From an optimization exercise on the open Yosys and OpenROAD flow, aimed at small area and a short achievable clock period; shortcuts taken in it are not production practice. RTL that was checked went through simulation tests only; none was proved equivalent to the original.

==> trial 2: inputs <==
==> flow/design.v <==
module pdl_ctrl #(
   parameter int N       = 32,
   parameter int OUT_NUM = 8
) (
   input  logic                 clk,
   input  logic                 reset,
   input  logic                 cfg_valid,
   output logic                 cfg_ready,
   input  logic [7:0]           cfg_addr,
   input  logic [N-1:0]         cfg_data,
   output logic                 cfg_err,
   input  logic                 commit,
   input  logic                 arm,
   input  logic                 abort,
   input  logic                 ext_trigger,
   output logic [OUT_NUM-1:0]   ch_trigger,
   output logic [OUT_NUM*N-1:0] ch_dl,
   output logic [OUT_NUM*N-1:0] ch_wb,
   output logic                 busy,
   output logic                 commit_pending,
   output logic                 done
);
   logic [19:0] ld, kp;
   logic        err_d;
   logic        rst_q;
   pdl_decode u_decode (
      .cfg_valid(cfg_valid), .rst_q(rst_q), .cfg_addr(cfg_addr),
      .reset(reset), .ld(ld), .kp(kp), .err(err_d)
   );
   always_ff @(posedge clk) begin
      cfg_ready <= ~reset;
      rst_q     <= reset;
      cfg_err   <= err_d;
   end
   logic [N-1:0]       sh_dl  [OUT_NUM];
   logic [N-1:0]       sh_wb  [OUT_NUM];
   logic [OUT_NUM-1:0] sh_mask;
   logic [N-1:0]       sh_on, sh_off, sh_shots;
   logic [OUT_NUM-1:0] ld_dl, ld_wb, kp_dl, kp_wb;
   logic               ld_mask, ld_on, ld_off, ld_shots;
   logic               kp_mask, kp_on, kp_off, kp_shots;
   always_comb begin
      ld_dl    = ld[7:0];
      ld_wb    = ld[15:8];
      ld_mask  = ld[16];
      ld_on    = ld[17];
      ld_off   = ld[18];
      ld_shots = ld[19];
      kp_dl    = kp[7:0];
      kp_wb    = kp[15:8];
      kp_mask  = kp[16];
      kp_on    = kp[17];
      kp_off   = kp[18];
      kp_shots = kp[19];
   end
   always_ff @(posedge clk) begin
      for (int k = 0; k < OUT_NUM; k++) begin
         sh_dl[k] <= ({N{ld_dl[k]}} & cfg_data) | ({N{kp_dl[k]}} & sh_dl[k]);
         sh_wb[k] <= ({N{ld_wb[k]}} & cfg_data) | ({N{kp_wb[k]}} & sh_wb[k]);
      end
      sh_mask  <= ({OUT_NUM{ld_mask}} & cfg_data[OUT_NUM-1:0]) | ({OUT_NUM{kp_mask}} & sh_mask);
      sh_on    <= ({N{ld_on}}    & cfg_data) | ({N{kp_on}}    & sh_on);
      sh_off   <= ({N{ld_off}}   & cfg_data) | ({N{kp_off}}   & sh_off);
      sh_shots <= ({N{ld_shots}} & cfg_data) | ({N{kp_shots}} & sh_shots);
   end
   logic st_wait, st_on, st_off;
   logic idle;
   logic timer_one, shot_one;            
   logic last;                           
   logic do_copy;
   logic cp, hd;                         
   assign idle    = ~busy;
   assign do_copy = (commit & (idle | abort | last)) | (commit_pending & (abort | last));
   assign cp      = do_copy & ~reset;
   assign hd      = ~do_copy & ~reset;
   logic [N-1:0]       act_dl [OUT_NUM];
   logic [N-1:0]       act_wb [OUT_NUM];
   logic [OUT_NUM-1:0] act_mask;
   logic [N-1:0]       act_on, act_off, act_shots;
   always_ff @(posedge clk) begin
      for (int k = 0; k < OUT_NUM; k++) begin
         act_dl[k] <= ({N{cp}} & sh_dl[k]) | ({N{hd}} & act_dl[k]);
         act_wb[k] <= ({N{cp}} & sh_wb[k]) | ({N{hd}} & act_wb[k]);
      end
      act_mask  <= ({OUT_NUM{cp}} & sh_mask)  | ({OUT_NUM{hd}} & act_mask);
      act_on    <= ({N{cp}} & sh_on)    | ({N{hd}} & act_on);
      act_off   <= ({N{cp}} & sh_off)   | ({N{hd}} & act_off);
      act_shots <= ({N{cp}} & sh_shots) | ({N{hd}} & act_shots);
   end
   always_ff @(posedge clk) begin
      commit_pending <= ~reset & ~do_copy & (commit | commit_pending);
   end
   logic sync1, sync2, rise;
   always_ff @(posedge clk) begin
      sync1 <= ~reset & ext_trigger;
      sync2 <= ~reset & sync1;
   end
   assign rise = sync1 & ~sync2;
   logic [N-1:0] timer, shot;
   logic [N-1:0] on_v, off_v, shots_v;   
   logic         on_one, off_one, shots_one;
   logic         on_hz, off_hz, shots_hz, timer_hz, shot_hz;   
   logic         timer_two, shot_is2;
   pdl_hz u_on_hz    (.v(act_on),    .z(on_hz));
   pdl_hz u_off_hz   (.v(act_off),   .z(off_hz));
   pdl_hz u_shots_hz (.v(act_shots), .z(shots_hz));
   pdl_hz u_timer_hz (.v(timer),     .z(timer_hz));
   pdl_hz u_shot_hz  (.v(shot),      .z(shot_hz));
   assign timer_two = timer_hz & timer[1] & ~timer[0];
   assign shot_is2  = shot_hz  & shot[1]  & ~shot[0];
   always_comb begin
      on_one    = on_hz    & ~act_on[1];
      off_one   = off_hz   & ~act_off[1];
      shots_one = shots_hz & ~act_shots[1];
      on_v      = {act_on[N-1:1],    act_on[0]    | on_one};
      off_v     = {act_off[N-1:1],   act_off[0]   | off_one};
      shots_v   = {act_shots[N-1:1], act_shots[0] | shots_one};
   end
   logic run;                            
   logic tload;                          
   assign run   = st_on | st_off;
   assign tload = ~run | timer_one;
   logic [N-1:0] tld, timer_dec;
   logic         tz8, tz16, tz24;
   assign tld = st_on ? off_v : on_v;
   always_comb begin
      for (int i = 0; i < N; i++) begin
         logic brw;
         brw = 1'b1;
         for (int j = (i / 8) * 8; j < i; j++) brw = brw & ~timer[j];
         if (i >= 8  && i < 16) brw = brw & tz8;
         if (i >= 16 && i < 24) brw = brw & tz16;
         if (i >= 24)           brw = brw & tz24;
         timer_dec[i] = timer[i] ^ brw;
      end
   end
   always_ff @(posedge clk) begin
      if (tload) begin
         timer     <= tld;
         timer_one <= st_on ? off_one : on_one;
         tz8       <= (tld[7:0]  == '0);
         tz16      <= (tld[15:0] == '0);
         tz24      <= (tld[23:0] == '0);
      end else begin
         timer     <= timer_dec;
         timer_one <= timer_two;
         tz8       <= (timer[7:0]  == 8'd1);
         tz16      <= (timer[15:0] == 16'd1);
         tz24      <= (timer[23:0] == 24'd1);
      end
   end
   logic       shot_two, z8, z16, z24;
   logic       lz8, lz16, lz24;
   pdl_lowz u_lowz (.v(shot[23:0]), .z8(lz8), .z16(lz16), .z24(lz24));
   logic [N-1:0] shot_dec;
   always_comb begin
      for (int i = 0; i < N; i++) begin
         logic brw;
         brw = 1'b1;
         for (int j = (i / 8) * 8; j < i; j++) brw = brw & ~shot[j];
         if (i >= 8)  brw = brw & z8;
         if (i >= 16) brw = brw & z16;
         if (i >= 24) brw = brw & z24;
         shot_dec[i] = shot[i] ^ brw;
      end
   end
   always_ff @(posedge clk) begin
      shot_two <= shot_is2;
      z8       <= lz8;
      z16      <= lz16;
      z24      <= lz24;
      if (~run) begin
         shot     <= shots_v;
         shot_one <= shots_one;
      end else if (st_off & timer_one) begin
         shot     <= shot_dec;
         shot_one <= shot_two;
      end
   end
   logic mask_nz;
   assign mask_nz = |act_mask;
   always_ff @(posedge clk) begin
      if (reset | abort) begin
         st_wait    <= 1'b0;
         st_on      <= 1'b0;
         st_off     <= 1'b0;
         busy       <= 1'b0;
         last       <= 1'b0;
         done       <= 1'b0;
         ch_trigger <= '0;
      end else begin
         st_wait    <= (idle & arm & mask_nz) | (st_wait & ~rise);
         st_on      <= (st_wait & rise) | (st_on & ~timer_one) | (st_off & timer_one);
         st_off     <= (st_on & timer_one & ~shot_one) | (st_off & ~timer_one);
         busy       <= (idle & arm & mask_nz) | st_wait | st_off | (st_on & ~last);
         done       <= (idle & arm & ~mask_nz) | last;
         last       <= (st_wait & rise & on_one & shots_one)
                     | (st_on & ~timer_one & timer_two & shot_one)
                     | (st_off & timer_one & on_one & shot_two);
         ch_trigger <= ((st_wait & rise) | (st_on & ~timer_one) | (st_off & timer_one))
                       ? act_mask : '0;
      end
   end
   for (genvar k = 0; k < OUT_NUM; k++) begin : g_pack
      assign ch_dl[k*N +: N] = act_dl[k];
      assign ch_wb[k*N +: N] = act_wb[k];
   end
endmodule
module pdl_hz (
   input  logic [31:0] v,
   output logic        z
);
   assign z = ~|v[31:2];
endmodule
module pdl_lowz (
   input  logic [23:0] v,
   output logic        z8,
   output logic        z16,
   output logic        z24
);
   logic a, b, c;
   assign a   = ~|v[7:0];
   assign b   = ~|v[15:8];
   assign c   = ~|v[23:16];
   assign z8  = a;
   assign z16 = a & b;
   assign z24 = a & b & c;
endmodule
module pdl_decode (
   input  logic        cfg_valid,
   input  logic        rst_q,
   input  logic [7:0]  cfg_addr,
   input  logic        reset,
   output logic [19:0] ld,
   output logic [19:0] kp,
   output logic        err
);
   logic [19:0] hit;
   logic        miss;
   pdl_adec u_adec (.cfg_valid(cfg_valid), .cfg_addr(cfg_addr), .hit(hit), .miss(miss));
   pdl_sel  u_sel  (.hit(hit), .miss(miss), .rst_q(rst_q), .reset(reset),
                    .ld(ld), .kp(kp), .err(err));
endmodule
module pdl_adec (
   input  logic        cfg_valid,
   input  logic [7:0]  cfg_addr,
   output logic [19:0] hit,
   output logic        miss
);
   logic       g_dl, g_wb, g_cf;
   logic [7:0] lo;
   always_comb begin
      g_dl = cfg_valid & (cfg_addr[7:3] == 5'b00000);
      g_wb = cfg_valid & (cfg_addr[7:3] == 5'b01000);
      g_cf = cfg_valid & (cfg_addr[7:3] == 5'b10000) & ~cfg_addr[2];
      for (int k = 0; k < 8; k++) lo[k] = (cfg_addr[2:0] == 3'(k));
      for (int k = 0; k < 8; k++) begin
         hit[k]     = g_dl & lo[k];
         hit[8 + k] = g_wb & lo[k];
      end
      for (int k = 0; k < 4; k++) hit[16 + k] = g_cf & lo[k];
      miss = cfg_valid & ~(g_dl | g_wb | g_cf);
   end
endmodule
module pdl_sel (
   input  logic [19:0] hit,
   input  logic        miss,
   input  logic        rst_q,
   input  logic        reset,
   output logic [19:0] ld,
   output logic [19:0] kp,
   output logic        err
);
   always_comb begin
      ld  = hit & {20{~rst_q & ~reset}};
      kp  = ~hit & {20{~reset}};
      err = miss & ~rst_q & ~reset;
   end
endmodule
==> flow/flow/run.sh <==
#!/bin/bash
# The standard layout with two changes, both made through config.mk:
#  - buffer_ports uses plain buf_2 cells for the port buffers instead of
#    the delay cells it picks by default;
#  - the slow OR3/OR4 cells are kept out of the combinational logic (they
#    are added to DONT_USE_CELLS; no register cell is affected).
# The make output goes to standard.log in the work folder; ORFS's own
# per-step logs stay under orfs/logs/.
set -euo pipefail
cat >> config.mk <<'EOF'
export BUFFER_PORTS_ARGS = -buffer_cell sky130_fd_sc_hd__buf_2
export DONT_USE_CELLS += sky130_fd_sc_hd__or3_1 sky130_fd_sc_hd__or3_2 sky130_fd_sc_hd__or3_4 sky130_fd_sc_hd__or4_1 sky130_fd_sc_hd__or4_2 sky130_fd_sc_hd__or4_4 sky130_fd_sc_hd__or3b_1 sky130_fd_sc_hd__or3b_2 sky130_fd_sc_hd__or3b_4 sky130_fd_sc_hd__or4b_1 sky130_fd_sc_hd__or4b_2 sky130_fd_sc_hd__or4b_4 sky130_fd_sc_hd__or4bb_1 sky130_fd_sc_hd__or4bb_2 sky130_fd_sc_hd__or4bb_4
EOF
bash standard.sh > standard.log 2>&1
==> flow/standard.sh <==
#!/bin/bash
# synth_recipe.tcl (not shown) runs the flow's synth.tcl, then flattens the netlist and writes it again
# the make line also repeats each setting of config.mk as NAME=value (left out here)
make -C /OpenROAD-flow-scripts/flow DESIGN_CONFIG=/design/flow/config.mk WORK_HOME=/design/flow/orfs CLKGATE_MAP_FILE= SYNTH_SCRIPT=/design/flow/synth_recipe.tcl "${@:-finish}"
==> flow/config.mk <==
export PLATFORM = sky130hd
export DESIGN_NAME = pdl_ctrl
export DESIGN_NICKNAME = pdl_ctrl
export VERILOG_FILES = /design/flow/design.v
export SDC_FILE = /design/flow/constraint.sdc
export NUM_CORES = 4
export LEC_CHECK = 0
export CAP_MARGIN = 20
export CORE_MARGIN = 2
export CORE_UTILIZATION = 55
export CTS_CLUSTER_DIAMETER = 100
export CTS_CLUSTER_SIZE = 25
export SETUP_SLACK_MARGIN = 1.5
export SLEW_MARGIN = 20
export SYNTH_HIERARCHICAL = 1
export BUFFER_PORTS_ARGS = -buffer_cell sky130_fd_sc_hd__buf_2
export DONT_USE_CELLS += sky130_fd_sc_hd__or3_1 sky130_fd_sc_hd__or3_2 sky130_fd_sc_hd__or3_4 sky130_fd_sc_hd__or4_1 sky130_fd_sc_hd__or4_2 sky130_fd_sc_hd__or4_4 sky130_fd_sc_hd__or3b_1 sky130_fd_sc_hd__or3b_2 sky130_fd_sc_hd__or3b_4 sky130_fd_sc_hd__or4b_1 sky130_fd_sc_hd__or4b_2 sky130_fd_sc_hd__or4b_4 sky130_fd_sc_hd__or4bb_1 sky130_fd_sc_hd__or4bb_2 sky130_fd_sc_hd__or4bb_4
==> flow/constraint.sdc <==
create_clock -name core_clock -period 3.4 [get_ports {clk}]
set_input_delay 0.6800 -clock core_clock [delete_from_list [all_inputs] [get_ports {clk}]]
set_output_delay 0.6800 -clock core_clock [all_outputs]
set_load 0.01 [all_outputs]
==> inputs of build 54, as changes to trial 2 <==
==> flow/design.v, changed modules only <==
module pdl_decode (
   input  logic        cfg_valid,
   input  logic        rst_q,
   input  logic [7:0]  cfg_addr,
   input  logic        reset,
   output logic [19:0] ld,
   output logic [19:0] kp,
   output logic        err
);
   logic       wr_en, g_dl, g_wb, g_cf;
   logic [7:0] lo;
   logic [19:0] hit;
   always_comb begin
      wr_en = cfg_valid & ~rst_q;
      g_dl  = wr_en & (cfg_addr[7:3] == 5'b00000);
      g_wb  = wr_en & (cfg_addr[7:3] == 5'b01000);
      g_cf  = wr_en & (cfg_addr[7:3] == 5'b10000) & ~cfg_addr[2];
      for (int k = 0; k < 8; k++) lo[k] = (cfg_addr[2:0] == 3'(k));
      for (int k = 0; k < 8; k++) begin
         hit[k]     = g_dl & lo[k];
         hit[8 + k] = g_wb & lo[k];
      end
      for (int k = 0; k < 4; k++) hit[16 + k] = g_cf & lo[k];
      ld  = hit & {20{~reset}};
      kp  = ~hit & {20{~reset}};
      err = ~reset & wr_en & ~(g_dl | g_wb | g_cf);
   end
endmodule
// module pdl_adec removed
// module pdl_sel removed
--- a/flow/config.mk
+++ b/flow/config.mk
@@ -8,8 +8,8 @@
 export CAP_MARGIN = 20
 export CORE_MARGIN = 2
-export CORE_UTILIZATION = 55
+export CORE_UTILIZATION = 60
 export CTS_CLUSTER_DIAMETER = 100
 export CTS_CLUSTER_SIZE = 25
-export SETUP_SLACK_MARGIN = 1.5
+export SETUP_SLACK_MARGIN = 1.2
 export SLEW_MARGIN = 20
 export SYNTH_HIERARCHICAL = 1
==> inputs of build 18, as changes to trial 2 <==
--- a/flow/design.v
+++ b/flow/design.v
@@ -72,5 +72,5 @@
    assign idle    = ~busy;
    assign do_copy = (commit & (idle | abort | last)) | (commit_pending & (abort | last));
-   assign cp      = do_copy & ~reset;
+   assign cp      = do_copy & ~reset & ~rst_q;   
    assign hd      = ~do_copy & ~reset;
    logic [N-1:0]       act_dl [OUT_NUM];
@@ -124,4 +124,6 @@
    logic         tz8, tz16, tz24;
    assign tld = st_on ? off_v : on_v;
+   logic [2:0] tzl, tzd;
+   pdl_tzn u_tzn (.t(timer[23:0]), .l(tld[23:0]), .zl(tzl), .zd(tzd));
    always_comb begin
       for (int i = 0; i < N; i++) begin
@@ -139,13 +141,13 @@
          timer     <= tld;
          timer_one <= st_on ? off_one : on_one;
-         tz8       <= (tld[7:0]  == '0);
-         tz16      <= (tld[15:0] == '0);
-         tz24      <= (tld[23:0] == '0);
+         tz8       <= tzl[0];
+         tz16      <= tzl[1];
+         tz24      <= tzl[2];
       end else begin
          timer     <= timer_dec;
          timer_one <= timer_two;
-         tz8       <= (timer[7:0]  == 8'd1);
-         tz16      <= (timer[15:0] == 16'd1);
-         tz24      <= (timer[23:0] == 24'd1);
+         tz8       <= tzd[0];
+         tz16      <= tzd[1];
+         tz24      <= tzd[2];
       end
    end
@@ -273,7 +275,25 @@
 );
    always_comb begin
-      ld  = hit & {20{~rst_q & ~reset}};
-      kp  = ~hit & {20{~reset}};
+      ld  = hit & {20{~rst_q}};
+      kp  = ~hit & {20{~rst_q}};
       err = miss & ~rst_q & ~reset;
    end
 endmodule
+module pdl_tzn (
+   input  logic [23:0] t,
+   input  logic [23:0] l,
+   output logic [2:0]  zl,
+   output logic [2:0]  zd
+);
+   logic a, b, c, d, e, f;
+   always_comb begin
+      a  = ~|l[7:0];
+      b  = ~|l[15:8];
+      c  = ~|l[23:16];
+      d  = (t[7:0] == 8'd1);
+      e  = ~|t[15:8];
+      f  = ~|t[23:16];
+      zl = {a & b & c, a & b, a};
+      zd = {d & e & f, d & e, d};
+   end
+endmodule
--- a/flow/config.mk
+++ b/flow/config.mk
@@ -8,5 +8,5 @@
 export CAP_MARGIN = 20
 export CORE_MARGIN = 2
-export CORE_UTILIZATION = 55
+export CORE_UTILIZATION = 65
 export CTS_CLUSTER_DIAMETER = 100
 export CTS_CLUSTER_SIZE = 25
==> inputs of build 64, as changes to trial 2 <==
--- a/flow/config.mk
+++ b/flow/config.mk
@@ -8,8 +8,8 @@
 export CAP_MARGIN = 20
 export CORE_MARGIN = 2
-export CORE_UTILIZATION = 55
+export CORE_UTILIZATION = 60
 export CTS_CLUSTER_DIAMETER = 100
 export CTS_CLUSTER_SIZE = 25
-export SETUP_SLACK_MARGIN = 1.5
+export SETUP_SLACK_MARGIN = 1.8
 export SLEW_MARGIN = 20
 export SYNTH_HIERARCHICAL = 1
==> results.sh <==
export IMPL_synthSimpleGateAreaFrac_pct=4.18
export IMPL_synth_warnings=12
export IMPL_worst_r2r_path_depth=5
export IMPL_fp_dieH_um=270
export IMPL_slowest_delay_ns=0.52
export IMPL_met3_length_mm=12.0
export IMPL_power_dissipated_in_the_clock_network_mw=7.79
export IMPL_gp_congestion=0.900
export IMPL_status="no timing/DRC/antenna violations"
export IMPL_synth_xor_xnor_area_share_pct=0.453
export IMPL_fp_row_count=97
export IMPL_placed_area_um2=45800
export IMPL_post_cts_resized_instances=6
export IMPL_wire_per_inst_um=28.3
export IMPL_drt_pass1_iterations=6
export IMPL_use_met2_pct=55.6
export IMPL_nets=3852
export IMPL_r2r_start="busy"
[end of results for build 54]
==> results.sh <==
export IMPL_fp_dieH_um=283
export IMPL_gp_congestion=0.860
export IMPL_slowest_delay_ns=0.37
export IMPL_worst_r2r_path_depth=5
export IMPL_synth_xor_xnor_area_share_pct=0.451
export IMPL_synthSimpleGateAreaFrac_pct=4.73
export IMPL_r2r_start="last"
export IMPL_met3_length_mm=11.3
export IMPL_status="no timing/DRC/antenna violations"
export IMPL_use_met2_pct=52.1
export IMPL_synth_warnings=13
[end of results for trial 2]
==> results.sh <==
export IMPL_nets=4320
export IMPL_worst_r2r_path_depth=9
export IMPL_fp_dieH_um=271
export IMPL_power_dissipated_in_the_clock_network_mw=8.06
export IMPL_r2r_start="shot[1]"
export IMPL_fraction_of_post_synthesis_cell_area_in_the_top_cell_type_by_area_pct=60.6
export IMPL_gp_congestion=0.884
export IMPL_drt_pass1_iterations=6
export IMPL_synth_xor_xnor_area_share_pct=0.451
export IMPL_synth_warnings=13
export IMPL_finalNonFillerCells=5208
export IMPL_wire_per_inst_um=35.6
export IMPL_met3_length_mm=24.2
export IMPL_fp_row_count=97
export IMPL_slowest_delay_ns=0.39
export IMPL_placed_area_um2=46300
export IMPL_post_cts_resized_instances=1568
export IMPL_postRouteAntennaNets=0
export IMPL_status="no timing/DRC/antenna violations"
[end of results for build 64]
==> results.sh <==
export IMPL_worst_r2r_path_depth=10
export IMPL_timing_worst_slew_pin_value_ns=1.22
export IMPL_nets=5787
export IMPL_wire_per_inst_um=24.6
export IMPL_fp_row_count=103
export IMPL_grt_start_max_net_pins=194
export IMPL_drt_pass1_iterations=8
export IMPL_global_route_usage_met1_pct=54.5
export IMPL_synth_xor_xnor_area_share_pct=0.255
export IMPL_synthSimpleGateAreaFrac_pct=17.0
export IMPL_met3_length_mm=16.1
export IMPL_post_cts_resized_instances=241
export IMPL_placed_area_um2=54800
export IMPL_synth_warnings=14
export IMPL_fp_dieH_um=285
export IMPL_gp_congestion=0.903
export IMPL_status="no timing/DRC/antenna violations"
export IMPL_power_dissipated_in_the_clock_network_mw=7.95
export IMPL_r2r_start="act_off[3]"
export IMPL_use_met2_pct=58.4
[end of results for build 18]
For build 18, only the layout was checked, not whether the RTL still works.

## afterwards: timing with drivers on the ports
The results above use ideal ports. As a check the final layouts listed here were re-extracted and re-timed, cells and wires unchanged.
Step 1 assumes that a clkbuf_16 drives the clock port and a buf_2 every other input.
Step 2 moves the port delays by t, midway between the first and last clock arrival at a register: inputs arrive t later, outputs are due t later. That takes back most of the time a late clock gives input paths.
Slacks: no drivers / after step 1 / after step 2; pairs: no drivers / after step 1.
run | t (ns) | setup WS [ns] | worst hold slack (ns) | worst data-port slew with drivers (ns)
trial 2 | 0.740 | 1.522 / 1.449 / 0.840 | 0.266 / 0.222 / 0.472 | 0.16
build 54 | 0.736 | 1.293 / 1.277 / 0.811 | 0.262 / 0.244 / 0.460 | 0.10
build 18 | 0.742 | 1.323 / 1.323 / 0.897 | 0.206 / 0.165 / 0.462 | 0.06
build 64 | 0.746 | 1.443 / 1.424 / 0.712 | 0.304 / 0.261 / 0.455 | 0.12
After both steps every run listed still meets setup and hold. The setup slack of build 64, which loses most, moves by -0.019 ns with the drivers and by -0.731 ns with both steps.
